This is an optimization exercise on Yosys and OpenROAD, whose aim is a short achievable clock period and few clock cycles, not a production implementation. At most, simulation tests tie the RTL to the original design; equivalence was not proved. Function not checked in run 1: the RTL went through the layout flow alone. Power and IR drop assume default switching activity.

==> flow/design.v <==
module multicycle_proc (
  input  logic        CLK,
  input  logic        Reset,
  input  logic [31:0] startPC,
  output logic        mem_req,
  output logic        mem_we,
  output logic [31:0] mem_addr,
  output logic [31:0] mem_wdata,
  input  logic [31:0] mem_rdata,
  input  logic        mem_ready,
  output logic [31:0] dmemOut,
  output logic        retire,
  output logic        halted
);
  localparam logic [1:0] OP_ADD = 2'd0, OP_AND = 2'd1, OP_OR = 2'd2, OP_SLT = 2'd3;
  function automatic logic [31:0] ks_add(input logic [31:0] a, input logic [31:0] b,
                                         input logic cin);
    logic [31:0] g, p, gn, pn, x;
    x = a ^ b;
    g = a & b;
    p = x;
    g[0] = g[0] | (p[0] & cin);
    for (int l = 0; l < 5; l++) begin
      gn = g;
      pn = p;
      for (int i = (1 << l); i < 32; i++) begin
        gn[i] = g[i] | (p[i] & g[i - (1 << l)]);
        pn[i] = p[i] & p[i - (1 << l)];
      end
      g = gn;
      p = pn;
    end
    ks_add = x ^ {g[30:0], cin};
  endfunction
  logic        req_q, we_q, data_q;
  logic [31:0] addr_q, wdata_q, fpc_q;
  logic        d_valid, d_pred;
  logic [5:0]  d_idx;
  logic [31:0] d_ir, d_pc4;
  logic        e_valid, e_sub, e_isBeq, e_pred, e_isLw, e_isSw;
  logic        e_selSum, e_selAnd, e_selOr, e_selSlt;
  logic        e_wr, e_val, e_ill;
  logic [4:0]  e_dest;
  logic        e_same;
  logic [5:0]  e_idx;
  logic [31:0] e_opA, e_opB, e_sd, e_alt;
  logic        m_valid, m_isLw, m_wr, m_val;
  logic [4:0]  m_dest;
  logic [31:0] m_res;
  logic        retire_q, halted_q, mp_q;
  logic [31:0] mpTgt_q;
  logic [31:0] dmemOut_q;
  logic [31:0] rf [1:31];
  logic [63:0] bht_q;
  logic stall_g, en;
  assign stall_g = req_q && !mem_ready;
  assign en      = !stall_g && !halted_q;
  logic [5:0]  opcode, funct;
  logic [4:0]  rs, rt, rd;
  logic        isR, rLegal, isAddi, isOri, isLw, isSw, isBeq, isJ, ill, beqSame;
  logic        usesRs, usesRt, wr, val, sub, useImm, fwdA, fwdB, fwdS;
  logic [1:0]  op;
  logic [31:0] opA, opB, sdv;
  logic [4:0]  dest;
  logic [31:0] imm, btgt, rsVal, rtVal, mWb;
  logic        stall_D;
  assign opcode  = d_ir[31:26];
  assign funct   = d_ir[5:0];
  assign rs      = d_ir[25:21];
  assign rt      = d_ir[20:16];
  assign rd      = d_ir[15:11];
  assign isR     = (opcode == 6'd0);
  assign rLegal  = (funct == 6'd32) || (funct == 6'd34) || (funct == 6'd36) ||
                   (funct == 6'd37) || (funct == 6'd42);
  assign isAddi  = (opcode == 6'd8);
  assign isOri   = (opcode == 6'd13);
  assign isLw    = (opcode == 6'd35);
  assign isSw    = (opcode == 6'd43);
  assign isBeq   = (opcode == 6'd4);
  assign isJ     = (opcode == 6'd2);
  assign ill     = !((isR && rLegal) || isAddi || isOri || isLw || isSw || isBeq || isJ);
  assign beqSame = isBeq && (rs == rt);
  assign usesRs  = (isR || isAddi || isOri || isLw || isSw || isBeq) && !beqSame;
  assign usesRt  = (isR || isSw || isBeq) && !beqSame;
  assign wr      = (isR && rLegal) || isAddi || isOri || isLw;
  assign val     = wr || isSw;
  assign dest    = isR ? rd : rt;
  assign sub     = isR && ((funct == 6'd34) || (funct == 6'd42));
  assign useImm  = !(isR || isBeq);
  assign imm     = isOri ? {16'h0000, d_ir[15:0]} : {{16{d_ir[15]}}, d_ir[15:0]};
  assign btgt    = ks_add(d_pc4, {{14{d_ir[15]}}, d_ir[15:0], 2'b00}, 1'b0);
  always_comb begin
    op = OP_ADD;
    if (isR) begin
      case (funct)
        6'd36:   op = OP_AND;
        6'd37:   op = OP_OR;
        6'd42:   op = OP_SLT;
        default: op = OP_ADD;
      endcase
    end else if (isOri) begin
      op = OP_OR;
    end
  end
  assign mWb   = m_isLw ? mem_rdata : m_res;
  assign rsVal = (rs == 5'd0) ? 32'h0 : (m_valid && m_wr && (m_dest == rs)) ? mWb : rf[rs];
  assign rtVal = (rt == 5'd0) ? 32'h0 : (m_valid && m_wr && (m_dest == rt)) ? mWb : rf[rt];
  assign fwdA = e_valid && e_wr && (e_dest == rs) && (rs != 5'd0);
  assign fwdB = e_valid && e_wr && (e_dest == rt) && (rt != 5'd0);
  assign opA  = fwdA ? res : rsVal;
  assign sdv  = fwdB ? res : rtVal;
  assign opB  = useImm ? imm : sdv;
  assign stall_D = d_valid && e_valid && e_isLw && (e_dest != 5'd0) &&
                   ((usesRs && (rs == e_dest)) || (usesRt && (rt == e_dest)));
  logic [31:0] aA, aB, aS, bx, sum, res;
  logic        lt, eq, unal, e_halt, mp, e_mem, ev;
  assign aA  = e_opA;
  assign aB  = e_opB;
  assign aS  = e_sd;
  assign bx  = aB ^ {32{e_sub}};
  assign sum = ks_add(aA, bx, e_sub);
  assign lt  = (aA[31] ^ aB[31]) ? aA[31] : sum[31];
  assign eq  = (aA == aB);
  assign res    = ({32{e_selSum}} & sum) | ({32{e_selAnd}} & (aA & aB)) |
                  ({32{e_selOr}} & (aA | aB)) | {31'd0, e_selSlt & lt} | ({32{e_isSw}} & aS);
  assign ev     = e_valid && !mp_q;
  assign e_mem  = e_isLw || e_isSw;
  assign unal   = e_mem && (sum[1:0] != 2'b00);
  assign e_halt = ev && (e_ill || unal);
  assign mp     = ev && e_isBeq && !e_same && (eq != e_pred);
  logic        fdone, accept, fIsJ, fPred;
  logic [31:0] fpc4, fpcNext, fBtgt;
  assign fdone  = req_q && !data_q;
  assign accept = fdone && !mp_q && !stall_D;
  assign fIsJ   = (mem_rdata[31:26] == 6'd2);
  assign fPred  = (mem_rdata[31:26] == 6'd4) &&
                  ((mem_rdata[25:21] == mem_rdata[20:16]) || bht_q[fpc_q[7:2]]);
  assign fpc4   = ks_add(fpc_q, 32'd4, 1'b0);
  assign fBtgt  = ks_add({fpc_q[31:2], 2'b11}, {{14{mem_rdata[15]}}, mem_rdata[15:0], 2'b01}, 1'b0);
  logic [31:0] fSeq;
  assign fSeq = fIsJ ? {fpc4[31:28], mem_rdata[25:0], 2'b00} : fpc4;
  always_comb begin
    if (mp_q)                          fpcNext = mpTgt_q;
    else if (!accept)                  fpcNext = fpc_q;
    else if (fPred && !fIsJ)           fpcNext = fBtgt;
    else                               fpcNext = fSeq;
  end
  always_ff @(posedge CLK) begin
    if (Reset) begin
      req_q    <= 1'b1;
      data_q   <= 1'b0;
      we_q     <= 1'b0;
      addr_q   <= startPC;
      wdata_q  <= '0;
      fpc_q    <= startPC;
      d_valid  <= 1'b0;
      e_valid  <= 1'b0;
      bht_q    <= '0;
      m_valid  <= 1'b0;
      halted_q <= 1'b0;
      mp_q     <= 1'b0;
    end else if (en) begin
      mp_q    <= mp;
      mpTgt_q <= e_alt;
      fpc_q <= fpcNext;
      if (e_halt) begin
        req_q <= 1'b0;
        halted_q <= 1'b1;
      end else if (ev && e_mem) begin
        req_q   <= 1'b1;
        data_q  <= 1'b1;
        we_q    <= e_isSw;
        addr_q  <= sum;
        wdata_q <= aS;
      end else begin
        req_q   <= 1'b1;
        data_q  <= 1'b0;
        we_q    <= 1'b0;
        addr_q  <= fpcNext;
      end
      if (mp_q)         d_valid <= 1'b0;
      else if (stall_D) d_valid <= 1'b1;
      else              d_valid <= accept;
      if (fdone && !stall_D) begin
        d_ir   <= mem_rdata;
        d_pc4  <= fpc4;
        d_pred <= fPred;
        d_idx  <= fpc_q[7:2];
      end
      if (ev && e_isBeq && !e_same) bht_q[e_idx] <= eq;
      e_valid <= d_valid && !stall_D && !mp_q;
      e_sub    <= sub;
      e_selSum <= (op == OP_ADD) && !isSw;
      e_selAnd <= (op == OP_AND);
      e_selOr  <= (op == OP_OR);
      e_selSlt <= (op == OP_SLT);
      e_isBeq <= isBeq;
      e_pred  <= d_pred;
      e_same  <= beqSame;
      e_idx   <= d_idx;
      e_isLw  <= isLw;
      e_isSw  <= isSw;
      e_wr    <= wr;
      e_val   <= val;
      e_ill   <= ill;
      e_dest  <= dest;
      e_opA   <= opA;
      e_opB   <= opB;
      e_sd    <= sdv;
      e_alt   <= d_pred ? d_pc4 : btgt;
      m_valid <= ev && !e_halt;
      m_isLw  <= e_isLw;
      m_wr    <= e_wr;
      m_val   <= e_val;
      m_dest  <= e_dest;
      m_res   <= res;
    end
  end
  always_ff @(posedge CLK) begin
    if (Reset) begin
      retire_q  <= 1'b0;
      dmemOut_q <= '0;
      for (int i = 1; i < 32; i++) rf[i] <= '0;
    end else begin
      retire_q <= en && m_valid;
      if (en && m_valid) begin
        if (m_val) dmemOut_q <= mWb;
        if (m_wr && (m_dest != 5'd0)) rf[m_dest] <= mWb;
      end
    end
  end
  assign mem_req   = req_q;
  assign mem_we    = we_q;
  assign mem_addr  = addr_q;
  assign mem_wdata = wdata_q;
  assign dmemOut   = dmemOut_q;
  assign retire    = retire_q;
  assign halted    = halted_q;
endmodule
==> flow/flow/run.sh <==
#!/bin/bash
# Standard layout, with two changes to how ORFS sizes cells: resizing may swap a
# cell for one with another footprint, and ports get buf_4 buffers instead of
# the delay buffer buffer_ports picks by default. Full output goes to standard.log.
set -euo pipefail
bash standard.sh MATCH_CELL_FOOTPRINT=0 'BUFFER_PORTS_ARGS=-buffer_cell sky130_fd_sc_hd__buf_4' finish > standard.log 2>&1
==> flow/standard.sh <==
#!/bin/bash
# synth_recipe.tcl (not shown) runs the flow's synth.tcl, then flattens the netlist and writes it again
# the make line also repeats each setting of config.mk as NAME=value (left out here)
make -C /OpenROAD-flow-scripts/flow DESIGN_CONFIG=/design/flow/config.mk WORK_HOME=/design/flow/orfs CLKGATE_MAP_FILE= SYNTH_SCRIPT=/design/flow/synth_recipe.tcl "${@:-finish}"
==> flow/config.mk <==
export PLATFORM = sky130hd
export DESIGN_NAME = multicycle_proc
export DESIGN_NICKNAME = multicycle_proc
export VERILOG_FILES = /design/flow/design.v
export SDC_FILE = /design/flow/constraint.sdc
export NUM_CORES = 4
export LEC_CHECK = 0
export ABC_CLOCK_PERIOD_IN_PS = 1000
export CAP_MARGIN = 20
export CORE_MARGIN = 2
export CORE_UTILIZATION = 40
export SETUP_SLACK_MARGIN = 4.0
export SLEW_MARGIN = 20
export TNS_END_PERCENT = 100
==> flow/constraint.sdc <==
create_clock -name core_clock -period 6.5 [get_ports {CLK}]
set_input_delay 1.3000 -clock core_clock [delete_from_list [all_inputs] [get_ports {CLK}]]
set_output_delay 1.3000 -clock core_clock [all_outputs]
set_load 0.01 [all_outputs]
==> results of run 1 <==
## stage by stage
| stage | instance area (sq um) | TNS [ns] |
|---|---|---|
| 4_1_cts | 97260 | 0 |
| 3_5_place_dp | 84640 | 0 |
| 2_1_floorplan | 80200 | -112.86 |
| 5_1_grt | 101500 | 0 |
| 3_3_place_gp | 84630 | 0 |
| 6_report | 101500 | 0 |
## cell usage in the layout (no fill, tap or decap), drive strengths merged, types with 14 or more instances in the layout
cell / netlist / routed
a21oi: 234 / 234
o21ai: 254 / 254
xnor2: 83 / 83
nand2: 528 / 584
mux2: 18 / 18
o211ai: 27 / 27
nand2b: 31 / 31
dfxtp: 147 / 147
conb: 1 / 32
buf: 97 / 750
a211oi: 55 / 55
mux4: 657 / 657
nor4: 17 / 17
nor2: 1157 / 1158
mux2i: 107 / 107
inv: 176 / 184
nor3: 37 / 37
nand3: 51 / 51
nand4: 15 / 15
a31oi: 16 / 16
o21a: 14 / 14
xor2: 94 / 94
clkbuf: 402 / 254
o22ai: 78 / 78
and3: 19 / 19
a21o: 45 / 45
clkinv: 1 / 70
ha: 162 / 162
nor2b: 15 / 15
a221oi: 43 / 43
edfxtp: 1383 / 1383
## where the power goes
group          total (uW)  switching [uW]  internal (uW)
logic                6900            3920           2980
registers           11800             419          11300
clock network        9480            4210           5270
## worst max-delay path, delay by kind of cell (launching register included)
kind	cells	cell delay, ns
buf+inv	2	0.37
xor+xnor	2	0.33
flops	1	0.49
compound gates	8	1.38
simple gates	2	0.44
fa+ha+maj	1	0.37
## path summary, 6_finish.rpt
path / slack (ns) / end / from / cells after the start
max reg2reg: 2.86 / e_opB[29] / e_sub / 15
min: 0.40 / mpTgt_q[4] / e_alt[4] / 0
max: 2.86 / e_opB[29] / e_sub / 15
min reg2reg: 0.40 / mpTgt_q[4] / e_alt[4] / 0
## per-layer routing
| metal | GRT usage, % | part of all wire [%] | vias to the layer above |
|---|---|---|---|
| li1 | - | - | 24140 |
| met1 | 36.37 | 34 | 30530 |
| met2 | 48.11 | 47 | 4407 |
| met3 | 5.795 | 11 | 1132 |
| met4 | 14.94 | 8.1 | 8 |
| met5 | 0 | 0.017 | - |
## cell type report
class | instances | area (sq um) | area share, %
clock inverter | 94 | 900.9 | 0.8877
multi-input combinational | 3977 | 38460 | 37.90
tap | 2640 | 3303 | 3.255
antenna | 7 | 17.52 | 0.01726
timing repair buffer | 793 | 9059 | 8.926
inverter | 177 | 706.9 | 0.6966
clock buffer | 211 | 4404 | 4.340
sequential | 1530 | 44630 | 43.98
## timing repair
item,4_1_cts,5_1_grt
cloned,60,50
hold buffers,0,0
pin swaps,282,254
hold endpoints to repair,0,0
resized for setup,898,499
setup buffers,283,145
setup endpoints to repair,2703,1728
## cell families (layout without fill, tap and decap cells)
group           after synthesis  after routing  synth area share (%)
xor+xnor                    177            177                 1.947
simple gates               1931           1988                 9.822
other cells                   1             39              0.004711
mux                         782            782                 20.19
flops                      1530           1530                 55.86
fa+ha+maj                   164            164                 2.596
compound gates              834            834                 6.350
buf+inv                     676           1275                 3.228
==> reports/qor.csv, run 1 <==
stage,metric,value,unit
die,Die Area,202600,sq um
drt,DR iter-0 viols,8520,
logic_synthesis,Post-synth EDFFs,1383,
power_and_ir_drop,total power,28140,uW
cts,Max clock buf depth,3,
power_and_ir_drop,Pleak,0.03786,uW
die,initial core utilization,40.28,%
sta,worst rel slew slack,7.539,%
logic_synthesis,area share of the leading cell type in the synthesized netlist,52.17,%
placement,GP Congestion,0.9462,
worst_setup_path,"Max FO, Critical Path",8,
sta,RSZ-0062 raised after global routing,yes,
sta,Tmin final,3.645,ns
logic_synthesis,synth cell count leaders,"edfxtp_1, nor2_1, mux4_2",
logic_synthesis,register area share after synthesis,55.86,%
logic_synthesis,top-count cell post-synth,edfxtp_1,
worst_setup_path,crit path launch type,register,
placement,hpwl dp,169900,um
layout,Largest Register,rf,
sta,Clock Skews,0.03188,ns
cts,clk root buf,clkbuf_16,
logic_synthesis,Post-Syn Area,79610,sq um
logic_synthesis,#FFs+latches synth,1530,
layout,# fillers,16070,
worst_setup_path,Worst Setup End Kind,register,
worst_setup_path,Slowest cell on crit path,edfxtp_1,
worst_setup_path,CP dominant cell by count,a31oi_4,
sta,Tcrit/Tclk final,56.07,%
sta,Final setup violation count,0,
worst_setup_path,Critical Setup Path Class,register to register,
logic_synthesis,Async SR Flop Fraction,0,%
layout,biggest regs,"rf x1024, bht_q x64",
drt,Vias,60220,
drt,DR pass1 iterations,6,
die,width of the chip,450.1,um
layout,max reg flops,1024,
worst_setup_path,CP Cell Sequence,buf_6 -> buf_4 -> xor2_1 -> ha_2 -> o21ai_2 -> nand2b_1 -> a31oi_4 -> nor4_4 -> o211a_4 -> a21bo_4 -> a31oi_4 -> xnor2_2 -> a221oi_4 -> o22ai_2 -> a21o_1,
grt,first-pass GRT wire length,423000,um
drt,Final ANT Viol Nets,0,
worst_setup_path,Worst EP required,7.10,ns
power_and_ir_drop,Worst VDD drop,220.9,uV
placement,DP Worst Slack,1.636,ns
sta,fin. max-slew vios,0,
status,outcome,"complete, no violations",
die,Chip Height,450.1,um
die,row count,163,
layout,non-filler instance count after layout,9429,
sta,Worst Tran Pin Value,1.387,ns
layout,fin util,51.35,%
cts,CTS HTree Levels,4,
min_path,HP Class,register to register,
grt,initial antenna violation count,8,
cts,CTS tree,done,
drt,WL per Instance,33.79,um
cts,Worst-Skew Late Latency,0.86,ns
logic_synthesis,Ys Warns,1,
logic_synthesis,Synth cell types,78,
logic_synthesis,leading area contributor after synthesis,edfxtp_1,
sta,fmax,274.4,MHz
grt,largest net degree at the start of global routing,93,
logic_synthesis,top post-synthesis cells by area,"edfxtp_1, mux4_2, nor2_1",
placement,placed cells,8579,
die,I/O pin count,167,
drt,Total Wirelength,318600,um
grt,GRT Total Usage,29.13,%
worst_setup_path,crit path DAT,4.24,ns
grt,number of global-route vias before repair,57710,
grt,gr ovfl total,0,
sta,Hold Fails Final Rpt,0,
layout,layout cells sized above 1,37.08,%
sta,WHS,0.4006,ns
cts,CTS Sinks,1530,
sta,setup ws final,2.855,ns
logic_synthesis,predominant post-synthesis flop cell,edfxtp_1,
placement,# port buffers,166,
drt,residual DRC count,0,
logic_synthesis,Syn Inst Count,6095,
cts,clk slew on worst S/H paths,0.07,ns
drt,vias per cell,6.387,
cts,Num CTS Buffers,166,
worst_setup_path,critical path's largest stage delay,0.49,ns
layout,Area growth syn-to-layout,27.48,%
power_and_ir_drop,Pwr Density,277.3,nW/um^2
logic_synthesis,Synth Area per Inst,13.06,sq um
die,Core Region,197600,sq um
flow_run,max cap viols,0,
layout,NumNets Final,6876,
==> inputs of run 2 (changes only) <==
--- a/flow/design.v
+++ b/flow/design.v
@@ -35,15 +35,15 @@
   logic        req_q, we_q, data_q;
   logic [31:0] addr_q, wdata_q, fpc_q;
   logic        d_valid, d_pred;
-  logic [5:0]  d_idx;
+  logic [7:0]  d_idx;
   logic [31:0] d_ir, d_pc4;
   logic        e_valid, e_sub, e_isBeq, e_pred, e_isLw, e_isSw;
   logic        e_selSum, e_selAnd, e_selOr, e_selSlt;
   logic        e_wr, e_val, e_ill;
   logic [4:0]  e_dest;
-  logic        e_same;
-  logic [5:0]  e_idx;
-  logic [31:0] e_opA, e_opB, e_sd, e_alt;
+  logic        e_same, e_off0;
+  logic [7:0]  e_idx;
+  logic [31:0] e_opA, e_opB, e_bx, e_sd, e_alt;
   logic        m_valid, m_isLw, m_wr, m_val;
   logic [4:0]  m_dest;
   logic [31:0] m_res;
@@ -51,7 +51,7 @@
   logic [31:0] mpTgt_q;
   logic [31:0] dmemOut_q;
   logic [31:0] rf [1:31];
-  logic [63:0] bht_q;
+  logic [255:0] bht_q;
   logic stall_g, en;
   assign stall_g = req_q && !mem_ready;
   assign en      = !stall_g && !halted_q;
@@ -117,7 +117,7 @@
   assign aA  = e_opA;
   assign aB  = e_opB;
   assign aS  = e_sd;
-  assign bx  = aB ^ {32{e_sub}};
+  assign bx  = e_bx;
   assign sum = ks_add(aA, bx, e_sub);
   assign lt  = (aA[31] ^ aB[31]) ? aA[31] : sum[31];
   assign eq  = (aA == aB);
@@ -127,14 +127,14 @@
   assign e_mem  = e_isLw || e_isSw;
   assign unal   = e_mem && (sum[1:0] != 2'b00);
   assign e_halt = ev && (e_ill || unal);
-  assign mp     = ev && e_isBeq && !e_same && (eq != e_pred);
+  assign mp     = ev && e_isBeq && !e_same && !e_off0 && (eq != e_pred);
   logic        fdone, accept, fIsJ, fPred;
   logic [31:0] fpc4, fpcNext, fBtgt;
   assign fdone  = req_q && !data_q;
   assign accept = fdone && !mp_q && !stall_D;
   assign fIsJ   = (mem_rdata[31:26] == 6'd2);
   assign fPred  = (mem_rdata[31:26] == 6'd4) &&
-                  ((mem_rdata[25:21] == mem_rdata[20:16]) || bht_q[fpc_q[7:2]]);
+                  ((mem_rdata[25:21] == mem_rdata[20:16]) || bht_q[fpc_q[9:2]]);
   assign fpc4   = ks_add(fpc_q, 32'd4, 1'b0);
   assign fBtgt  = ks_add({fpc_q[31:2], 2'b11}, {{14{mem_rdata[15]}}, mem_rdata[15:0], 2'b01}, 1'b0);
   logic [31:0] fSeq;
@@ -185,7 +185,7 @@
         d_ir   <= mem_rdata;
         d_pc4  <= fpc4;
         d_pred <= fPred;
-        d_idx  <= fpc_q[7:2];
+        d_idx  <= fpc_q[9:2];
       end
       if (ev && e_isBeq && !e_same) bht_q[e_idx] <= eq;
       e_valid <= d_valid && !stall_D && !mp_q;
@@ -197,6 +197,7 @@
       e_isBeq <= isBeq;
       e_pred  <= d_pred;
       e_same  <= beqSame;
+      e_off0  <= (d_ir[15:0] == 16'h0000);
       e_idx   <= d_idx;
       e_isLw  <= isLw;
       e_isSw  <= isSw;
@@ -206,6 +207,7 @@
       e_dest  <= dest;
       e_opA   <= opA;
       e_opB   <= opB;
+      e_bx    <= opB ^ {32{sub}};
       e_sd    <= sdv;
       e_alt   <= d_pred ? d_pc4 : btgt;
       m_valid <= ev && !e_halt;
==> run 2 against run 1 <==
Against the previous run: die area is 13% higher; clock skew rose by 0.048 ns; worst setup slack got worse by 0.19 ns; synthesized cell count grew 20%; hold slack gained 0.013 ns; critical endpoint is now addr_q[27]; largest power group unchanged.
==> reports/qor.csv, run 2 <==
stage,metric,value,unit,change
worst_setup_path,Reg2Reg Depth,17,,+2
cts,clk root buf,clkbuf_16,,
grt,gr ovfl total,0,,unchanged
logic_synthesis,Syn Inst Count,7303,,+20%
sta,fmax,260.7,MHz,-5.0%
worst_setup_path,Crit. Startpoint,fpc_q[2],,
sta,Tcrit/Tclk final,59.02,%,+2.9 points
logic_synthesis,register area share after synthesis,54.79,%,-1.1 points
cts,CTS tree,done,,
sta,fin. max-slew vios,0,,unchanged
worst_setup_path,"Max FO, Critical Path",6,,-2
logic_synthesis,Ys Warns,1,,unchanged
grt,first-pass GRT wire length,492600,um,+16%
die,width of the chip,478.9,um,+6.4%
worst_setup_path,critical path's largest stage delay,0.55,ns,+0.06 ns
placement,GP Congestion,0.9388,,-0.78%
power_and_ir_drop,Worst VDD drop,324.1,uV,+47%
worst_setup_path,Setup crit end,addr_q[27],,
flow_run,max cap viols,0,,unchanged
placement,# port buffers,166,,unchanged
power_and_ir_drop,total power,32390,uW,+15%
sta,Worst Tran Pin Value,1.380,ns,-0.006916 ns
grt,GRT Total Usage,29.69,%,+0.57 points
logic_synthesis,#FFs+latches synth,1759,,+15%
layout,"most common cell after layout, fill and taps aside",edfxtp_1,,
drt,residual DRC count,0,,unchanged
sta,RSZ-0062 raised after global routing,yes,,
logic_synthesis,top-count cell post-synth,edfxtp_1,,
grt,initial antenna violation count,13,,+5
layout,most frequent cells in the layout,"edfxtp_1, nor2_1, mux4_2",,
sta,worst rel slew slack,8.001,%,+0.46 points
grt,largest net degree at the start of global routing,195,,+110%
worst_setup_path,Critical Setup Path Class,register to register,,
drt,Total Wirelength,383600,um,+20%
logic_synthesis,synth cell count leaders,"edfxtp_1, nor2_1, mux4_2",,
worst_setup_path,Critical R2R Launch,fpc_q[2],,
sta,Hold Fails Final Rpt,0,,unchanged
sta,Tmin final,3.837,ns,+0.1917 ns
worst_setup_path,Worst EP required,7.13,ns,+0.03 ns
layout,layout cells sized above 1,41.89,%,+4.8 points
logic_synthesis,Post-synth EDFFs,1420,,+2.7%
sta,WHS,0.4134,ns,+0.01277 ns
layout,NumNets Final,8318,,+21%
worst_setup_path,CP dominant cell by count,buf_6,,
logic_synthesis,Async SR Flop Fraction,0,%,unchanged
die,Chip Height,478.9,um,+6.4%
logic_synthesis,top post-synthesis cells by area,"edfxtp_1, mux4_2, dfxtp_1",,
die,row count,174,,+6.7%
layout,max reg flops,1024,,unchanged
logic_synthesis,area share of the leading cell type in the synthesized netlist,47.27,%,-4.9 points
drt,vias per cell,6.574,,+2.9%
worst_setup_path,"setup slack, reg-to-reg",2.66,ns,-0.19 ns
power_and_ir_drop,Pwr Density,266.5,nW/um^2,-3.9%
logic_synthesis,Synth Area per Inst,12.35,sq um,-5.4%
placement,hpwl dp,203000,um,+20%
layout,biggest regs,"rf x1024, bht_q x256",,
drt,DR pass1 iterations,8,,+2
sta,Final setup violation count,0,,unchanged
logic_synthesis,predominant post-synthesis flop cell,edfxtp_1,,
worst_setup_path,CP Cell Sequence,buf_6 -> buf_12 -> buf_8 -> mux4_2 -> mux2i_2 -> o211ai_1 -> or4_1 -> nand4_1 -> buf_6 -> buf_12 -> buf_6 -> buf_6 -> clkbuf_16 -> nor2_4 -> a211oi_2 -> nor3_2 -> a221o_1,,
cts,CTS HTree Levels,4,,unchanged
status,outcome,"complete, no violations",,
drt,DR iter-0 viols,12460,,+46%
sta,Clock Skews,0.07963,ns,+0.04775 ns
die,initial core utilization,40.19,%,-0.092 points
worst_setup_path,Slowest cell on crit path,or4_1,,
die,Die Area,229300,sq um,+13%
drt,WL per Instance,34.12,um,+0.97%
die,Core Region,224500,sq um,+14%
worst_setup_path,Worst Setup End Kind,register,,
logic_synthesis,leading area contributor after synthesis,edfxtp_1,,
cts,CTS Hold Bufs,0,,unchanged
logic_synthesis,Post-Syn Area,90210,sq um,+13%
worst_setup_path,crit path launch type,register,,
cts,Worst-Skew Late Latency,0.90,ns,+0.04 ns
min_path,HP Class,register to register,,
cts,clk slew on worst S/H paths,0.06,ns,about the same
logic_synthesis,Synth cell types,84,,+7.7%
drt,Vias,73910,,+23%
layout,Area growth syn-to-layout,34.76,%,
worst_setup_path,Reg2Reg Capture Point,addr_q[27],,
worst_setup_path,crit path DAT,4.46,ns,+0.22 ns
cts,Max clock buf depth,3,,unchanged
die,I/O pin count,167,,unchanged
cts,CTS Sinks,1759,,+15%
power_and_ir_drop,Pleak,0.04480,uW,+18%
min_path,Hold Path Origin,d_idx[1],,
grt,number of global-route vias before repair,67890,,+18%
drt,Final ANT Viol Nets,0,,unchanged
cts,Num CTS Buffers,188,,+13%
layout,Largest Register,rf,,
run 2: changes by cell type after synthesis, moves of 83 or more:
cell	before	now
nand2_1	528	693
o21ai_0	252	448
dfxtp_1	147	339
a21oi_1	234	432
clkbuf_1	401	507
nor2_1	1156	1239
run 2: layout make-up:
class	instances	area, sq um
antenna	3	7.507
clock buffer	254	5195
clock inverter	93	989.7
fill	17630	102900
inverter	185	760.7
multi-input combinational	4818	46390
sequential	1759	49580
tap	2992	3744
timing repair buffer	1137	14890
timing repair inverter	1	16.27
run 2: per-layer routing:
layer,share of wire (%),global-route usage [%],up-vias
met5,0.023,0,-
met4,8.0,14.94,14
met3,14,7.290,1575
met2,45,46.48,6236
met1,33,38.52,37010
li1,-,-,29070
run 2: worst min path at each step:
stage                  endpoint  slack (ns)  cells after the start
floorplan              e_alt[0]        0.40                      0
global placement    mpTgt_q[27]        0.40                      0
detailed placement     e_alt[1]        0.40                      0
CTS                 mpTgt_q[24]        0.42                      0
global route         mpTgt_q[4]        0.42                      0
finish                 e_idx[1]        0.41                      0
run 2: worst max-delay path: cells and delay by family (launching register included):
family	cells	cell delay (ns)
flip-flops	1	0.38
AND/OR/NAND/NOR	4	0.78
AO/OA/AOI/OAI	3	0.64
buffers and inverters	8	1.03
multiplexers	2	0.74
run 2: power by group:
group          switching [uW]  internal (uW)
Clock                    4850           6180
Sequential                498          12800
Combinational            4510           3550
run 2: repair_timing:
item | CTS | global route
setup buffers | 372 | 261
setup endpoints to repair | 2997 | 2140
resized for setup | 1234 | 1301
cloned | 80 | 86
pin swaps | 480 | 397
run 2: kinds of logic (layout without fill, tap and decap cells):
group / count (synthesis) / in the layout / share of synthesized area (%)
and+or+nand+nor: 2269 / 2300 / 10.29
DFF: 1759 / 1759 / 54.79
AOI/OAI and AO/OA: 1314 / 1314 / 8.588
muxes: 847 / 847 / 19.11
buffers and inverters: 788 / 1670 / 3.358
xor gates and xnor gates: 164 / 164 / 1.607
adders and majority gates: 161 / 161 / 2.258
other: 1 / 35 / 0.004157
run 2: stage by stage:
stage	setup WS, ns	cells	area [sq um]	utilization [%]	setup TNS [ns]
2_1_floorplan	-1.385	7334	90540	-	-2112.37
3_3_place_gp	1.359	10090	95570	42.58	0
3_5_place_dp	1.410	10090	95580	42.58	0
4_1_cts	2.755	10890	111800	49.80	0
5_1_grt	2.630	11240	121600	54.16	0
6_report	2.664	11240	121600	54.16	0
Testbench counts of run 2, summed over its fixed seeds: cycles 10,911.
==> inputs of run 3 (changes only) <==
--- a/flow/design.v
+++ b/flow/design.v
@@ -32,6 +32,24 @@
     end
     ks_add = x ^ {g[30:0], cin};
   endfunction
+  function automatic logic [31:0] ks_carry(input logic [31:0] gi, input logic [31:0] pi,
+                                           input logic cin);
+    logic [31:0] g, p, gn, pn;
+    g = gi;
+    p = pi;
+    g[0] = g[0] | (p[0] & cin);
+    for (int l = 0; l < 5; l++) begin
+      gn = g;
+      pn = p;
+      for (int i = (1 << l); i < 32; i++) begin
+        gn[i] = g[i] | (p[i] & g[i - (1 << l)]);
+        pn[i] = p[i] & p[i - (1 << l)];
+      end
+      g = gn;
+      p = pn;
+    end
+    ks_carry = {g[30:0], cin};
+  endfunction
   logic        req_q, we_q, data_q;
   logic [31:0] addr_q, wdata_q, fpc_q;
   logic        d_valid, d_pred;
@@ -43,7 +61,7 @@
   logic [4:0]  e_dest;
   logic        e_same, e_off0;
   logic [7:0]  e_idx;
-  logic [31:0] e_opA, e_opB, e_bx, e_sd, e_alt;
+  logic [31:0] e_opA, e_opB, e_p, e_g, e_sd, e_alt;
   logic        m_valid, m_isLw, m_wr, m_val;
   logic [4:0]  m_dest;
   logic [31:0] m_res;
@@ -52,6 +70,8 @@
   logic [31:0] dmemOut_q;
   logic [31:0] rf [1:31];
   logic [255:0] bht_q;
+  logic         pb_q;
+  logic [7:0]   pidx_q;
   logic stall_g, en;
   assign stall_g = req_q && !mem_ready;
   assign en      = !stall_g && !halted_q;
@@ -110,17 +130,17 @@
   assign opA  = fwdA ? res : rsVal;
   assign sdv  = fwdB ? res : rtVal;
   assign opB  = useImm ? imm : sdv;
+  assign bx   = opB ^ {32{sub}};
   assign stall_D = d_valid && e_valid && e_isLw && (e_dest != 5'd0) &&
                    ((usesRs && (rs == e_dest)) || (usesRt && (rt == e_dest)));
-  logic [31:0] aA, aB, aS, bx, sum, res;
+  logic [31:0] aA, aB, aS, sum, res, bx;
   logic        lt, eq, unal, e_halt, mp, e_mem, ev;
   assign aA  = e_opA;
   assign aB  = e_opB;
   assign aS  = e_sd;
-  assign bx  = e_bx;
-  assign sum = ks_add(aA, bx, e_sub);
+  assign sum = e_p ^ ks_carry(e_g, e_p, e_sub);
   assign lt  = (aA[31] ^ aB[31]) ? aA[31] : sum[31];
-  assign eq  = (aA == aB);
+  assign eq  = (e_p == 32'h0);    
   assign res    = ({32{e_selSum}} & sum) | ({32{e_selAnd}} & (aA & aB)) |
                   ({32{e_selOr}} & (aA | aB)) | {31'd0, e_selSlt & lt} | ({32{e_isSw}} & aS);
   assign ev     = e_valid && !mp_q;
@@ -134,7 +154,7 @@
   assign accept = fdone && !mp_q && !stall_D;
   assign fIsJ   = (mem_rdata[31:26] == 6'd2);
   assign fPred  = (mem_rdata[31:26] == 6'd4) &&
-                  ((mem_rdata[25:21] == mem_rdata[20:16]) || bht_q[fpc_q[9:2]]);
+                  ((mem_rdata[25:21] == mem_rdata[20:16]) || pb_q);
   assign fpc4   = ks_add(fpc_q, 32'd4, 1'b0);
   assign fBtgt  = ks_add({fpc_q[31:2], 2'b11}, {{14{mem_rdata[15]}}, mem_rdata[15:0], 2'b01}, 1'b0);
   logic [31:0] fSeq;
@@ -159,7 +179,11 @@
       m_valid  <= 1'b0;
       halted_q <= 1'b0;
       mp_q     <= 1'b0;
+      pb_q     <= 1'b0;
+      pidx_q   <= '0;
     end else if (en) begin
+      pb_q   <= bht_q[fpc_q[9:2]];
+      pidx_q <= fpc_q[9:2];
       mp_q    <= mp;
       mpTgt_q <= e_alt;
       fpc_q <= fpcNext;
@@ -185,7 +209,7 @@
         d_ir   <= mem_rdata;
         d_pc4  <= fpc4;
         d_pred <= fPred;
-        d_idx  <= fpc_q[9:2];
+        d_idx  <= pidx_q;
       end
       if (ev && e_isBeq && !e_same) bht_q[e_idx] <= eq;
       e_valid <= d_valid && !stall_D && !mp_q;
@@ -207,7 +231,8 @@
       e_dest  <= dest;
       e_opA   <= opA;
       e_opB   <= opB;
-      e_bx    <= opB ^ {32{sub}};
+      e_p     <= opA ^ bx;
+      e_g     <= opA & bx;
       e_sd    <= sdv;
       e_alt   <= d_pred ? d_pc4 : btgt;
       m_valid <= ev && !e_halt;
--- a/flow/config.mk
+++ b/flow/config.mk
@@ -8,7 +8,9 @@
 export ABC_CLOCK_PERIOD_IN_PS = 1000
 export CAP_MARGIN = 20
 export CORE_MARGIN = 2
-export CORE_UTILIZATION = 40
+export CORE_UTILIZATION = 60
+export GPL_TIMING_DRIVEN = 1
+export PLACE_DENSITY = 0.72
 export SETUP_SLACK_MARGIN = 4.0
 export SLEW_MARGIN = 20
 export TNS_END_PERCENT = 100
==> run 3 against run 2 <==
Against the previous run: die area down 32%; critical path type unchanged; flip-flop and latch count up 40; via count is 5.9% higher; sequential share of layout area grew 2.7 points; critical path depth decreased by 8; maximum frequency up 2.7%; clock power is essentially flat; combinational power fell by 28%; sequential power barely moved; cell area shrank 4.0%; total power shrank 7.1%.
==> reports/qor.csv, run 3 <==
stage,metric,value,unit,change
die,Core Region,151500,sq um,-32%
drt,DR iter-0 viols,16420,,+32%
grt,gr ovfl total,0,,unchanged
sta,Final setup violation count,0,,unchanged
layout,Area growth syn-to-layout,27.87,%,
die,I/O pin count,167,,unchanged
logic_synthesis,Post-Syn Area,91270,sq um,+1.2%
logic_synthesis,leading area contributor after synthesis,edfxtp_1,,
worst_setup_path,"setup slack, reg-to-reg",2.76,ns,+0.10 ns
logic_synthesis,Post-synth EDFFs,1451,,+2.2%
cts,CTS Sinks,1799,,+2.3%
logic_synthesis,top post-synthesis cells by area,"edfxtp_1, mux4_2, dfxtp_1",,
power_and_ir_drop,Pwr Density,257.7,nW/um^2,-3.3%
cts,CTS HTree Levels,4,,unchanged
logic_synthesis,Syn Inst Count,7289,,-0.19%
die,row count,143,,-18%
layout,non-filler instance count after layout,10210,,-9.2%
cts,clk slew on worst S/H paths,0.06,ns,about the same
sta,Worst Tran Pin Value,1.264,ns,-0.1158 ns
die,Chip Height,394.0,um,-18%
placement,# port buffers,166,,unchanged
sta,worst rel slew slack,15.41,%,+7.4 points
sta,fmax,267.7,MHz,+2.7%
sta,RSZ-0062 raised after global routing,yes,,
worst_setup_path,Worst EP required,7.08,ns,-0.05 ns
worst_setup_path,Worst Setup End Kind,register,,
grt,initial antenna violation count,20,,+7
grt,GRT Total Usage,46.69,%,+17 points
cts,Num CTS Buffers,186,,-1.1%
drt,Final ANT Viol Nets,0,,unchanged
sta,Tcrit/Tclk final,57.48,%,-1.5 points
logic_synthesis,#FFs+latches synth,1799,,+2.3%
worst_setup_path,crit path DAT,4.31,ns,-0.15 ns
sta,setup ws final,2.764,ns,+0.1003 ns
worst_setup_path,crit path launch type,register,,
die,Die Area,155300,sq um,-32%
layout,max reg flops,1024,,unchanged
placement,hpwl dp,206700,um,+1.8%
drt,WL per Instance,38.84,um,+14%
logic_synthesis,Synth cell types,101,,+20%
drt,Total Wirelength,396600,um,+3.4%
drt,DR pass1 iterations,14,,+6
logic_synthesis,area share of the leading cell type in the synthesized netlist,47.74,%,+0.47 points
sta,fin. max-slew vios,0,,unchanged
logic_synthesis,top-count cell post-synth,edfxtp_1,,
status,outcome,"complete, no violations",,
cts,Worst-Skew Late Latency,0.89,ns,about the same
cts,clk root buf,clkbuf_16,,
drt,residual DRC count,0,,unchanged
cts,Max clock buf depth,3,,unchanged
grt,largest net degree at the start of global routing,190,,-2.6%
die,initial core utilization,60.23,%,+20 points
logic_synthesis,Ys Warns,1,,unchanged
flow_run,max cap viols,0,,unchanged
layout,biggest regs,"rf x1024, bht_q x256",,
logic_synthesis,predominant post-synthesis flop cell,edfxtp_1,,
placement,DP Worst Slack,1.598,ns,+0.1883 ns
drt,Vias,78270,,+5.9%
min_path,HP Class,register to register,,
placement,placed cells,9094,,-9.9%
worst_setup_path,Critical Setup Path Class,register to register,,
die,width of the chip,394.0,um,-18%
power_and_ir_drop,Worst VDD drop,298.9,uV,-7.8%
worst_setup_path,"Max FO, Critical Path",8,,+2
grt,number of global-route vias before repair,71420,,+5.2%
drt,vias per cell,7.664,,+17%
power_and_ir_drop,Pleak,0.04247,uW,-5.2%
logic_synthesis,register area share after synthesis,55.37,%,+0.58 points
sta,Hold Fails Final Rpt,0,,unchanged
layout,Largest Register,rf,,
logic_synthesis,Async SR Flop Fraction,0,%,unchanged
layout,NumNets Final,8186,,-1.6%
cts,CTS tree,done,,
logic_synthesis,synth cell count leaders,"edfxtp_1, nor2_1, mux4_2",,
sta,Clock Skews,0.06155,ns,-0.01808 ns
placement,GP Congestion,1.034,,+10%
layout,layout cells sized above 1,38.08,%,-3.8 points
layout,"most common cell after layout, fill and taps aside",edfxtp_1,,
logic_synthesis,Synth Area per Inst,12.52,sq um,+1.4%
sta,Tmin final,3.736,ns,-0.1003 ns
layout,most frequent cells in the layout,"edfxtp_1, nor2_1, mux4_2",,
grt,first-pass GRT wire length,514700,um,+4.5%
## run 3: layout make-up
class / count / area [sq um]
Multi-Input combinational cell: 4804 / 43660
Antenna cell: 10 / 25.02
Clock inverter: 90 / 855.8
Timing Repair Buffer: 1116 / 13440
Tap cell: 2030 / 2540
Clock buffer: 250 / 5015
Fill cell: 8359 / 34840
Sequential cell: 1799 / 50700
Inverter: 113 / 471.7
## run 3: worst paths after layout
kind,startpoint,end,cells past startpoint
worst max-delay path,register,e_p[20],9
worst min-delay path,e_alt[20],mpTgt_q[20],0
worst max register to register,register,e_p[20],9
worst min register to register,e_alt[20],mpTgt_q[20],0
## run 3: cells by family (layout without fill, tap and decap cells)
| family | after synthesis | count (layout) | synth area share [%] |
|---|---|---|---|
| xor+xnor | 141 | 141 | 1.353 |
| simple gates | 2288 | 2309 | 10.26 |
| flops | 1799 | 1799 | 55.37 |
| mux | 862 | 862 | 19.33 |
| buf+inv | 738 | 1569 | 3.246 |
| fa+ha+maj | 99 | 99 | 1.365 |
| other cells | 1 | 42 | 0.004109 |
| compound gates | 1361 | 1361 | 9.068 |
## run 3: critical path, cell delays in order, from the launching register on
cell and delay, ns:
dfxtp_4 0.50, clkbuf_16 0.29, clkbuf_16 0.22, mux4_2 0.55, mux4_2 0.58, mux2i_2 0.27
a21oi_1 0.16, a221o_1 0.37, xnor2_1 0.17, ha_2 0.31
## run 3: timing repair
item                        CTS  global route
buffers inserted            361           279
gates cloned                 96            31
hold buffers                  0             0
setup endpoints to repair  3041          1979
pin swaps                   253           442
gates resized for setup    1175           741
## run 3: power by group
group | switching, uW | leakage, uW | internal, uW
Clock | 4960 | 0.00286 | 5810
Combinational | 3280 | 0.0222 | 2560
Sequential | 499 | 0.0175 | 13000
## run 3: through the flow
stage | hold slack [ns] | util [%] | TNS, ns | cell area, sq um | total power [uW]
3_3_place_gp | 0.4011 | 62.69 | 0 | 95010 | 17470
3_5_place_dp | 0.4045 | 62.74 | 0 | 95080 | 17540
6_report | 0.4115 | 77.01 | 0 | 116700 | 30080
2_1_floorplan | 0.4003 | - | -3076.59 | 91440 | 16010
4_1_cts | 0.4082 | 73.01 | 0 | 110600 | 28900
5_1_grt | 0.4157 | 77.00 | 0 | 116700 | 30420
## run 3: routing by layer
layer	GRT usage, %	vias up	routed length (um)
met5	0.4310	-	373
met4	29.20	32	37920
met3	19.23	2571	74440
met2	65.34	8930	162200
met1	60.64	37650	121700
li1	-	29090	-
Testbench counts of run 3, summed over its fixed seeds: cycles 10,917.
==> inputs of run 4 (changes only) <==
--- a/flow/design.v
+++ b/flow/design.v
@@ -32,12 +32,10 @@
     end
     ks_add = x ^ {g[30:0], cin};
   endfunction
-  function automatic logic [31:0] ks_carry(input logic [31:0] gi, input logic [31:0] pi,
-                                           input logic cin);
+  function automatic logic [31:0] ks_carry(input logic [31:0] gi, input logic [31:0] pi);
     logic [31:0] g, p, gn, pn;
     g = gi;
     p = pi;
-    g[0] = g[0] | (p[0] & cin);
     for (int l = 0; l < 5; l++) begin
       gn = g;
       pn = p;
@@ -48,13 +46,14 @@
       g = gn;
       p = pn;
     end
-    ks_carry = {g[30:0], cin};
+    ks_carry = g;
   endfunction
   logic        req_q, we_q, data_q;
   logic [31:0] addr_q, wdata_q, fpc_q;
   logic        d_valid, d_pred;
   logic [7:0]  d_idx;
-  logic [31:0] d_ir, d_pc4;
+  logic [31:0] d_ir, d_pc4, d_rsv, d_rtv;
+  logic        d_eA, d_eB, d_mA, d_mB;
   logic        e_valid, e_sub, e_isBeq, e_pred, e_isLw, e_isSw;
   logic        e_selSum, e_selAnd, e_selOr, e_selSlt;
   logic        e_wr, e_val, e_ill;
@@ -123,26 +122,60 @@
     end
   end
   assign mWb   = m_isLw ? mem_rdata : m_res;
-  assign rsVal = (rs == 5'd0) ? 32'h0 : (m_valid && m_wr && (m_dest == rs)) ? mWb : rf[rs];
-  assign rtVal = (rt == 5'd0) ? 32'h0 : (m_valid && m_wr && (m_dest == rt)) ? mWb : rf[rt];
-  assign fwdA = e_valid && e_wr && (e_dest == rs) && (rs != 5'd0);
-  assign fwdB = e_valid && e_wr && (e_dest == rt) && (rt != 5'd0);
-  assign opA  = fwdA ? res : rsVal;
+  logic mFwdS, mFwdT;
+  assign mFwdS = d_mA && m_valid;
+  assign mFwdT = d_mB && m_valid;
+  assign rsVal = mFwdS ? mWb : d_rsv;
+  assign rtVal = mFwdT ? mWb : d_rtv;
+  logic [4:0]  fRs, fRt;
+  logic [31:0] fRsVal, fRtVal;
+  assign fRs    = mem_rdata[25:21];
+  assign fRt    = mem_rdata[20:16];
+  assign fRsVal = (fRs == 5'd0) ? 32'h0 :
+                  (m_valid && m_wr && (m_dest == fRs)) ? m_res : rf[fRs];
+  assign fRtVal = (fRt == 5'd0) ? 32'h0 :
+                  (m_valid && m_wr && (m_dest == fRt)) ? m_res : rf[fRt];
+  logic        fa, fb;
+  logic [31:0] aE, bE, bxE, subm, pK, pE, gM, gE, pNext, gNext;
+  logic        gS, gN, faL, fbL, a0, b0, b0x;
+  assign fwdA = d_eA && e_valid;
+  assign fwdB = d_eB && e_valid;
+  assign fa   = fwdA && e_selSum;
+  assign fb   = fwdB && e_selSum && !useImm;
+  assign subm = {32{sub}};
+  assign aE   = fwdA ? resL : rsVal;
+  assign bE   = useImm ? imm : fwdB ? resL : rtVal;
+  assign bxE  = bE ^ subm;
+  assign faL  = fwdA && e_selSlt;
+  assign fbL  = fwdB && e_selSlt && !useImm;
+  assign a0   = fa ? sum[0] : faL ? lt : aE[0];
+  assign b0   = fb ? sum[0] : fbL ? lt : bE[0];
+  assign b0x  = b0 ^ sub;
+  assign opA  = {fa ? sum[31:1] : aE[31:1], a0};
+  assign opB  = {fb ? sum[31:1] : bE[31:1], b0};
   assign sdv  = fwdB ? res : rtVal;
-  assign opB  = useImm ? imm : sdv;
-  assign bx   = opB ^ {32{sub}};
-  assign stall_D = d_valid && e_valid && e_isLw && (e_dest != 5'd0) &&
-                   ((usesRs && (rs == e_dest)) || (usesRt && (rt == e_dest)));
-  logic [31:0] aA, aB, aS, sum, res, bx;
+  assign pK    = fa ? bxE : (aE ^ subm);
+  assign pE    = (fa && fb) ? subm : (aE ^ bxE);
+  assign pNext = (fa != fb) ? (sum ^ pK) : pE;
+  assign gM    = fa ? (fb ? 32'hFFFF_FFFF : bxE) : aE;
+  assign gS    = (fa && !fb) || (fb && !sub);
+  assign gN    = !fa && fb && sub;
+  assign gE    = (fa && fb) ? 32'h0 : (aE & bxE);
+  assign gNext = gS ? (sum & gM) : gN ? (~sum & gM) : gE;
+  assign stall_D = d_valid && e_valid && e_isLw && ((usesRs && d_eA) || (usesRt && d_eB));
+  logic [31:0] aA, aB, aS, sum, res, resL;
   logic        lt, eq, unal, e_halt, mp, e_mem, ev;
   assign aA  = e_opA;
   assign aB  = e_opB;
   assign aS  = e_sd;
-  assign sum = e_p ^ ks_carry(e_g, e_p, e_sub);
+  logic [31:0] cout;
+  assign cout = ks_carry(e_g, e_p);
+  assign sum  = e_p ^ {cout[30:0], e_sub};
   assign lt  = (aA[31] ^ aB[31]) ? aA[31] : sum[31];
   assign eq  = (e_p == 32'h0);    
-  assign res    = ({32{e_selSum}} & sum) | ({32{e_selAnd}} & (aA & aB)) |
-                  ({32{e_selOr}} & (aA | aB)) | {31'd0, e_selSlt & lt} | ({32{e_isSw}} & aS);
+  assign resL   = ({32{e_selAnd}} & (aA & aB)) | ({32{e_selOr}} & (aA | aB)) |
+                  ({32{e_isSw}} & aS);
+  assign res    = ({32{e_selSum}} & sum) | {31'd0, e_selSlt & lt} | resL;
   assign ev     = e_valid && !mp_q;
   assign e_mem  = e_isLw || e_isSw;
   assign unal   = e_mem && (sum[1:0] != 2'b00);
@@ -152,19 +185,23 @@
   logic [31:0] fpc4, fpcNext, fBtgt;
   assign fdone  = req_q && !data_q;
   assign accept = fdone && !mp_q && !stall_D;
-  assign fIsJ   = (mem_rdata[31:26] == 6'd2);
-  assign fPred  = (mem_rdata[31:26] == 6'd4) &&
+  assign fIsJ   = mem_rdata[27] && !mem_rdata[26];
+  assign fPred  = mem_rdata[28] && !mem_rdata[26] &&
                   ((mem_rdata[25:21] == mem_rdata[20:16]) || pb_q);
   assign fpc4   = ks_add(fpc_q, 32'd4, 1'b0);
-  assign fBtgt  = ks_add({fpc_q[31:2], 2'b11}, {{14{mem_rdata[15]}}, mem_rdata[15:0], 2'b01}, 1'b0);
-  logic [31:0] fSeq;
-  assign fSeq = fIsJ ? {fpc4[31:28], mem_rdata[25:0], 2'b00} : fpc4;
-  always_comb begin
-    if (mp_q)                          fpcNext = mpTgt_q;
-    else if (!accept)                  fpcNext = fpc_q;
-    else if (fPred && !fIsJ)           fpcNext = fBtgt;
-    else                               fpcNext = fSeq;
-  end
+  logic [31:0] fLo;
+  logic [13:0] fHi, fHiP, fHiM;
+  assign fLo   = ks_add({15'd0, fpc_q[17:2], 1'b1}, {15'd0, mem_rdata[15:0], 1'b1}, 1'b0);
+  assign fHiP  = fpc_q[31:18] + 14'd1;
+  assign fHiM  = fpc_q[31:18] - 14'd1;
+  assign fHi   = mem_rdata[15] ? (fLo[17] ? fpc_q[31:18] : fHiM) : (fLo[17] ? fHiP : fpc_q[31:18]);
+  assign fBtgt = {fHi, fLo[16:1], 2'b00};
+  logic [31:0] fBase, fTgt;
+  logic        redirF;
+  assign fBase   = mp_q ? mpTgt_q : !accept ? fpc_q : fpc4;
+  assign redirF  = accept && (fIsJ || fPred);
+  assign fTgt    = fIsJ ? {fpc4[31:28], mem_rdata[25:0], 2'b00} : fBtgt;
+  assign fpcNext = redirF ? fTgt : fBase;
   always_ff @(posedge CLK) begin
     if (Reset) begin
       req_q    <= 1'b1;
@@ -206,6 +243,21 @@
       else if (stall_D) d_valid <= 1'b1;
       else              d_valid <= accept;
       if (fdone && !stall_D) begin
+        d_rsv  <= fRsVal;
+        d_rtv  <= fRtVal;
+        d_eA   <= d_valid && wr && (dest == fRs) && (fRs != 5'd0);
+        d_eB   <= d_valid && wr && (dest == fRt) && (fRt != 5'd0);
+        d_mA   <= e_valid && e_wr && (e_dest == fRs) && (fRs != 5'd0);
+        d_mB   <= e_valid && e_wr && (e_dest == fRt) && (fRt != 5'd0);
+      end else begin
+        if (mFwdS) d_rsv <= mWb;
+        if (mFwdT) d_rtv <= mWb;
+        d_eA   <= 1'b0;
+        d_eB   <= 1'b0;
+        d_mA   <= e_valid && e_wr && (e_dest == rs) && (rs != 5'd0);
+        d_mB   <= e_valid && e_wr && (e_dest == rt) && (rt != 5'd0);
+      end
+      if (fdone && !stall_D) begin
         d_ir   <= mem_rdata;
         d_pc4  <= fpc4;
         d_pred <= fPred;
@@ -231,8 +283,8 @@
       e_dest  <= dest;
       e_opA   <= opA;
       e_opB   <= opB;
-      e_p     <= opA ^ bx;
-      e_g     <= opA & bx;
+      e_p     <= {pNext[31:1], a0 ^ b0x};
+      e_g     <= {gNext[31:1], (a0 & b0x) | ((a0 ^ b0x) & sub)};    
       e_sd    <= sdv;
       e_alt   <= d_pred ? d_pc4 : btgt;
       m_valid <= ev && !e_halt;
--- a/flow/config.mk
+++ b/flow/config.mk
@@ -8,9 +8,9 @@
 export ABC_CLOCK_PERIOD_IN_PS = 1000
 export CAP_MARGIN = 20
 export CORE_MARGIN = 2
-export CORE_UTILIZATION = 60
+export CORE_UTILIZATION = 45
 export GPL_TIMING_DRIVEN = 1
-export PLACE_DENSITY = 0.72
+export PLACE_DENSITY = 0.6
 export SETUP_SLACK_MARGIN = 4.0
 export SLEW_MARGIN = 20
 export TNS_END_PERCENT = 100
==> run 4 against run 3 <==
Against the previous run: cell count grew 19%; clock skew is 0.057 ns higher; global-route usage fell by 9.0 points; synthesized cell count rose by 11%; cell area increased by 13%; maximum frequency grew 9.1%; non-clock buffer count up 317; area after synthesis increased by 6.1%; hold slack worse by 0.0096 ns; largest cell class unchanged; first-iteration DRC count is 4.8% lower; die area grew 41%; combinational power rose by 27%.
==> reports/qor.csv, run 4 <==
stage,metric,value,unit,change
status,outcome,"complete, no violations",,
power_and_ir_drop,Clk pwr share,35.7,%,about the same
worst_setup_path,Reg2Reg Depth,12,,+3
die,initial core utilization,45.18,%,-15 points
placement,DP Worst Slack,1.451,ns,-0.1475 ns
logic_synthesis,Synth Area per Inst,11.95,sq um,-4.5%
power_and_ir_drop,Pint,23460,uW,+9.9%
cts,clk slew on worst S/H paths,0.06,ns,about the same
grt,GRT Total Usage,37.66,%,-9.0 points
die,Chip Height,468.0,um,+19%
layout,fin util,61.70,%,-15 points
logic_synthesis,Ys Warns,1,,unchanged
logic_synthesis,leading area contributor after synthesis,edfxtp_1,,
sta,Final setup violation count,0,,unchanged
layout,max reg flops,1024,,unchanged
drt,top sig layer,met5,,
worst_setup_path,"setup slack, reg-to-reg",3.08,ns,+0.31 ns
drt,WL per Instance,36.70,um,-5.5%
flow_run,max cap viols,0,,unchanged
worst_setup_path,crit path DAT,4.07,ns,-0.24 ns
logic_synthesis,synth cell count leaders,"edfxtp_1, nor2_1, nand2_1",,
die,width of the chip,468.0,um,+19%
drt,Total Wirelength,444300,um,+12%
cts,CTS tree,done,,
worst_setup_path,Worst Setup End Kind,register,,
grt,gr ovfl total,0,,unchanged
worst_setup_path,Reg2Reg Capture Point,e_alt[31],,
logic_synthesis,top-count cell post-synth,edfxtp_1,,
sta,Tmin final,3.424,ns,-0.3126 ns
cts,Num CTS Buffers,198,,+6.5%
logic_synthesis,area share of the leading cell type in the synthesized netlist,47.09,%,-0.65 points
layout,# fillers,15420,,+84%
logic_synthesis,Synth Area in XOR/XNOR,2.269,%,+0.92 points
sta,Hold Fails Final Rpt,0,,unchanged
power_and_ir_drop,Sw Share,29.66,%,+0.60 points
placement,GP Congestion,0.9652,,-6.7%
logic_synthesis,register area share after synthesis,54.07,%,-1.3 points
worst_setup_path,Worst EP required,7.14,ns,+0.06 ns
logic_synthesis,Synth cell types,95,,-5.9%
power_and_ir_drop,total power,33350,uW,+11%
sta,Clock Skews,0.1185,ns,+0.05690 ns
drt,Vias,84440,,+7.9%
logic_synthesis,Async SR Flop Fraction,0,%,unchanged
drt,vias per cell,6.973,,-9.0%
power_and_ir_drop,Flop pwr share,42.1,%,-2.7 points
power_and_ir_drop,combinational cell fraction of total power,22.2,%,+2.8 points
min_path,HP Class,register to register,,
cts,CTS Sinks,1857,,+3.2%
drt,DR iter-0 viols,15630,,-4.8%
worst_setup_path,Critical R2R Launch,d_ir[6],,
layout,Largest Register,rf,,
die,I/O pin count,167,,unchanged
min_path,Hold Path Origin,d_idx[3],,
placement,hpwl dp,219800,um,+6.3%
layout,layout cells sized above 1,41.52,%,+3.4 points
placement,# port buffers,166,,unchanged
logic_synthesis,largest family of logic cells by synthesized area,multiplexers,,
grt,initial antenna violation count,23,,+15%
sta,Worst Tran Pin Value,1.295,ns,+0.03056 ns
cts,Max clock buf depth,3,,unchanged
power_and_ir_drop,Pleak,0.04916,uW,+16%
placement,placed cells,10670,,+17%
worst_setup_path,crit path launch type,register,,
logic_synthesis,Post-Syn Area,96870,sq um,+6.1%
min_path,Worst Hold End,e_idx[3],,
logic_synthesis,top post-synthesis cells by area,"edfxtp_1, mux4_2, dfxtp_1",,
logic_synthesis,#FFs+latches synth,1857,,+3.2%
layout,Area growth syn-to-layout,36.56,%,
die,row count,170,,+19%
logic_synthesis,Syn Inst Count,8104,,+11%
cts,Worst-Skew Late Latency,0.92,ns,+0.03 ns
grt,largest net degree at the start of global routing,92,,-52%
grt,first-pass GRT wire length,582400,um,+13%
layout,"most common cell after layout, fill and taps aside",edfxtp_1,,
sta,RSZ-0062 raised after global routing,yes,,
drt,DRT met1 WL,144300,um,+19%
min_path,hold depth,0,,unchanged
sta,fmax,292.1,MHz,+9.1%
logic_synthesis,Synth Area in Simple Gates,10.82,%,+0.56 points
drt,met3 wire len,72840,um,-2.2%
drt,DR pass1 iterations,9,,-5
power_and_ir_drop,switching power,9893,uW,+13%
logic_synthesis,Post-synth EDFFs,1519,,+4.7%
layout,biggest regs,"rf x1024, bht_q x256",,
sta,fin. max-slew vios,0,,unchanged
drt,met2 wire len,185400,um,+14%
layout,NumNets Final,9251,,+13%
cts,clk root buf,clkbuf_16,,
die,Die Area,219000,sq um,+41%
layout,most frequent cells in the layout,"edfxtp_1, nor2_1, mux4_2",,
cts,CTS Hold Bufs,0,,unchanged
grt,number of global-route vias before repair,77500,,+8.5%
power_and_ir_drop,Pwr Density,252.1,nW/um^2,-2.2%
drt,residual DRC count,0,,unchanged
layout,non-filler instance count after layout,12110,,+19%
sta,Total Neg Setup Slack,0,ns,unchanged
logic_synthesis,predominant post-synthesis flop cell,edfxtp_1,,
logic_synthesis,adder-cell area share of the yosys netlist,1.157,%,-0.21 points
layout,multi-input logic area,50400,sq um,+15%
die,Core Region,214400,sq um,+41%
sta,Tcrit/Tclk final,52.67,%,-4.8 points
logic_synthesis,post-synthesis mux area share,18.67,%,-0.66 points
layout,storage element area,52510,sq um,+3.6%
worst_setup_path,Critical Setup Path Class,register to register,,
sta,worst rel slew slack,13.68,%,-1.7 points
logic_synthesis,Compound-Gate Fraction of Synth Area,9.773,%,+0.71 points
sta,setup ws final,3.076,ns,+0.3126 ns
worst_setup_path,"Max FO, Critical Path",3,,-5
drt,Final ANT Viol Nets,0,,unchanged
cts,CTS HTree Levels,4,,unchanged
power_and_ir_drop,Worst VDD drop,278.9,uV,-6.7%
run 4: cell count changes in the layout (fill, tap and decap cells not counted), moves of 46 or more:
cell       delta
clkbuf_16    +86
buf_12       +66
o21ai_1      +47
nand2_4      +80
o21ai_0      +93
buf_4        +73
nand2_1      +64
edfxtp_1     +68
nor2_1       +46
o22ai_2      +53
buf_6        +76
a21oi_2      +81
run 4: worst max-delay path by stage:
stage | cells after the start | from | end | slack [ns]
after global placement | 13 | mem_rdata[18] | addr_q[25] | 1.09
final | 12 | d_ir[6] | e_alt[31] | 3.08
after global routing | 12 | d_ir[6] | e_alt[31] | 3.01
after CTS | 12 | d_ir[6] | e_alt[31] | 2.99
after floorplan | 9 | mem_ready | rf[16][0] | -3.32
after detailed placement | 14 | mem_rdata[17] | addr_q[31] | 1.45
run 4: routing by layer:
layer	vias to the layer above	GRT usage (%)
li1	32430	-
met1	41820	47.59
met2	7997	54.16
met3	2163	13.82
met4	26	25.11
met5	-	0.3294
run 4: through the flow:
stage / instance area [sq um] / hold slack [ns]
6_report: 132300 / 0.4019
5_1_grt: 132300 / 0.4179
4_1_cts: 124300 / 0.4061
3_5_place_dp: 101900 / 0.4045
3_3_place_gp: 101800 / 0.4007
2_1_floorplan: 97200 / 0.4003
run 4: cell type report:
type,count,area share [%]
Timing Repair Buffer,1433,14.15
Clock inverter,97,0.8956
Multi-Input combinational cell,5495,38.10
Tap cell,2838,2.684
Inverter,110,0.3433
Sequential cell,1857,39.69
Antenna cell,7,0.01324
Clock buffer,271,4.123
run 4: power by group through the flow:
stage | registers [uW] | clock network (uW) | logic [uW]
after global routing | 14100 | 12300 | 7510
after detailed placement | 14300 | 0 | 4450
after CTS | 14000 | 11800 | 6240
after floorplan | 14000 | 0 | 2890
after global placement | 14200 | 0 | 4400
final | 14000 | 11900 | 7400
run 4: cell families after synthesis:
kind of cell,Yosys count
simple gates,2560
buf+inv,816
other cells,1
flops,1857
mux,903
fa+ha+maj,89
xor+xnor,251
compound gates,1627
run 4: timing repair:
| action | 4_1_cts | 5_1_grt |
|---|---|---|
| pin swaps | 570 | 578 |
| endpoints found under the hold margin | 0 | 0 |
| endpoints found under the setup margin | 3120 | 2108 |
| gates cloned | 183 | 42 |
| setup buffers | 555 | 285 |
| gates resized for setup | 1850 | 1108 |
run 4: worst max-delay path, cell delays in order, from the launching register on:
cell	delay [ns]
edfxtp_1	0.55
ha_4	0.31
a21o_1	0.18
a21o_1	0.17
a211o_1	0.27
a2111oi_4	0.39
nor4_2	0.11
buf_4	0.18
o311a_4	0.32
o21a_1	0.20
o21ai_2	0.16
mux2i_1	0.25
xnor2_1	0.09
Testbench counts of run 4, summed over its fixed seeds: cycles 10,917.

-- what the ideal ports hide --
How much do the figures lean on ideal ports? The routed layouts below were timed once more, with nothing changed but the port constraints. Step 1 sets driving cells, clkbuf_16 on the clock port and buf_2 on the other inputs (assumed; they add their load-dependent delay and slew). Step 2 also shifts input and output timing later by t, the mid clock arrival at the registers, as if the neighbouring blocks saw the same clock. a / b / c = no drivers / after step 1 / after step 2; a / b = the first two.
run | shift t [ns] | slack for setup (ns) | worst hold slack (ns) | worst slew at a driven data input, ns
run 1 | 0.930 | 2.855 / 2.855 / 2.023 | 0.401 / 0.401 / 0.401 | 0.11
run 2 | 0.951 | 2.664 / 2.664 / 1.862 | 0.413 / 0.413 / 0.413 | 0.08
run 3 | 0.944 | 2.764 / 2.764 / 2.053 | 0.411 / 0.411 / 0.411 | 0.28
run 4 | 0.956 | 3.076 / 3.076 / 2.175 | 0.402 / 0.402 / 0.402 | 0.37
After both steps setup and hold are still met in every run listed. For run 4, which loses most, drivers alone change the setup slack by 0.000 ns; drivers and shift together by -0.901 ns.
